Context: an optimization exercise on an open-source flow, tuned for small area, a short achievable clock period and few clock cycles per item. The choices shown serve that exercise and are no tape-out recipe.
Where RTL was checked, it was by simulation tests only, not by an equivalence proof against the original.

cedar:
Design muldiv_unit, start of the top module:
module muldiv_unit #(
    parameter int WIDTH     = 32,
    parameter int DIV_STEPS = 2
) (
    input  logic             clk,
    input  logic             reset,
    input  logic [3:0]       op,
    input  logic [WIDTH-1:0] src_a,
    input  logic [WIDTH-1:0] src_b,
    input  logic [1:0]       rd_sel,
    output logic             busy,
    output logic [WIDTH-1:0] result
);
Size: about 4000 cells after synthesis, roughly 27000 µm² of cells after synthesis.
==> flow/config.mk <==
export PLATFORM = sky130hd
export DESIGN_NAME = muldiv_unit
export DESIGN_NICKNAME = muldiv_unit
export VERILOG_FILES = /design/flow/design.v
export SDC_FILE = /design/flow/constraint.sdc
export NUM_CORES = 4
export LEC_CHECK = 0
export ABC_AREA = 1
export CAP_MARGIN = 20
export CORE_MARGIN = 2
export CORE_UTILIZATION = 40
export SLEW_MARGIN = 20
==> flow/constraint.sdc <==
create_clock -name core_clock -period 15.0 [get_ports {clk}]
set_input_delay 3.0000 -clock core_clock [delete_from_list [all_inputs] [get_ports {clk}]]
set_output_delay 3.0000 -clock core_clock [all_outputs]
set_load 0.01 [all_outputs]
standard.sh (not shown) runs the stock make flow with config.mk's settings and CLKGATE_MAP_FILE= SYNTH_SCRIPT=/design/flow/synth_recipe.tcl, a recipe that flattens the netlist after the stock synthesis.
==> flow/flow/run.sh <==
#!/bin/bash
# The standard layout (the standard.sh, unchanged synthesis and steps), except that the
# port buffers that global placement inserts on every input and output use a plain buf_2
# instead of the delay-cell buffer buffer_ports would otherwise pick.
set -euo pipefail
export BUFFER_PORTS_ARGS="-buffer_cell sky130_fd_sc_hd__buf_2"
bash standard.sh > standard.log 2>&1
Testbench counts of cedar, summed over its fixed seeds: cycles 13,426, items 3,200.
### cedar -> birch
--- a/flow/design.v
+++ b/flow/design.v
@@ -100,25 +100,24 @@
         p[1] = |x3[3:2];
         x4   = p[1] ? x3[3:2] : x3[1:0];
         p[0] = x4[1];
         if (w == '0)
             lead_pos = neg ? 7'sd0 : -7'sd1;    
         else
             lead_pos = {2'b0, p} + {6'b0, neg && top};
     endfunction
-    logic signed [6:0] pos_a, pos_b, sdiff;
+    logic signed [6:0] pos_a, pos_b, pa, pb, sdiff;
     logic [3:0]  nitr;         
     logic [5:0]  shamt;
-    logic        q_zero, b_zero;
+    logic        q_zero, bz;   
     always_comb begin
-        pos_a  = lead_pos(hi, sgn && hi[WIDTH-1], 1'b1);
-        pos_b  = lead_pos(lo, sgn && lo[WIDTH-1], 1'b0);
-        b_zero = (lo == '0);
-        sdiff  = pos_a - pos_b;
+        pos_a  = lead_pos(src_a, is_sgn && src_a[WIDTH-1], 1'b1);
+        pos_b  = lead_pos(src_b, is_sgn && src_b[WIDTH-1], 1'b0);
+        sdiff  = pa - pb;
         q_zero = sdiff[6];
         nitr   = 4'(sdiff[5:0] / DIV_STEPS);
         shamt  = 6'((32'(nitr) + 1) * DIV_STEPS - 1);
     end
     logic [WIDTH-1:0]     dr;
     logic [DIV_STEPS-1:0] dq;
     always_comb begin
         logic [DW:0] t;
@@ -158,17 +157,17 @@
                     lo <= {mt[7:0], lo[WIDTH-1:8]};
                     hi <= mt[39:8];
                     if (last_mul) begin
                         state <= IDLE;
                         busy  <= 1'b0;
                     end
                 end
                 ALIGN: begin
-                    if (b_zero) begin
+                    if (bz) begin
                         lo    <= '1;
                         state <= IDLE;
                         busy  <= 1'b0;
                     end else if (q_zero) begin
                         lo    <= '0;
                         state <= IDLE;
                         busy  <= 1'b0;
                     end else begin
@@ -209,16 +208,19 @@
                     x    <= {2'b0, (is_acc ? hi : '0)} + 34'h2_FF00_0000;
                     dv   <= DW'({33{is_sub}} ^ {is_sgn & src_a[WIDTH-1], src_a});
                     hx   <= 2'b0;
                     cnt  <= 4'd3;
                     sgn  <= is_sgn;
                     msub <= is_sub;
                 end else if (is_div) begin
                     sgn  <= is_sgn;
+                    pa   <= pos_a;
+                    pb   <= pos_b;
+                    bz   <= (src_b == '0);
                 end
             end
             MUL: begin
                 hx  <= mt[41:40];
                 cnt <= cnt - 1'b1;
             end
             ALIGN: begin
                 dv    <= DW'(mag_b) << shamt;
--- outcome ---
The quantity of hold-fixing buffers added after cts was comparable across cedar and birch. Compared with cedar, in birch multiplexer fraction of the synthesized cell area now smaller; via count of the first global-routing pass shows an increase of 3548. In birch, the wire length on met2 came out 13% above the value in cedar. Setup slack: birch more than cedar. Compared to cedar, birch has reg-to-reg setup timing slack 1.54 ns higher. Sequential share of layout area: higher on birch. cedar vs birch, dominant combinational cell family by area after synthesis: adder cells vs simple AND/OR/NAND/NOR gates. Taking cedar as the reference point, the multi-input gate share of the layout cell area of birch falls by 0.55 points. Routed via count, birch vs cedar: up by a little under 10%.
No functional check of the RTL was part of birch.

[afterwards: timing with drivers on the ports]
Ports are ideal in the flow. The routed layouts listed here were re-timed in OpenROAD.
Step 1, drivers: a clkbuf_16 drives clk and a buf_2 each remaining input, both assumed.
Step 2, shift: input delay + t, output delay - t, t = (earliest + latest rising clock arrival at the registers) / 2. This alone moves slack from input paths to output paths.
Slacks: ideal ports / drivers / drivers and shift; pairs: ideal ports / drivers.
run | shift t [ns] | setup slack, ns | hold WS [ns] | worst setup path after step 2 | clock arrival spread, ns
cedar | 0.541 | 6.749 / 6.749 / 6.749 | 0.491 / 0.491 / 0.491 | register to register | 0.014 / 0.014
birch | 0.583 | 7.783 / 7.763 / 7.763 | 0.558 / 0.558 / 0.558 | input to output | 0.017 / 0.017
After both steps setup and hold are still met in every run listed. The setup slack of birch, which loses most, moves by -0.020 ns with the drivers and by -0.020 ns with both steps.
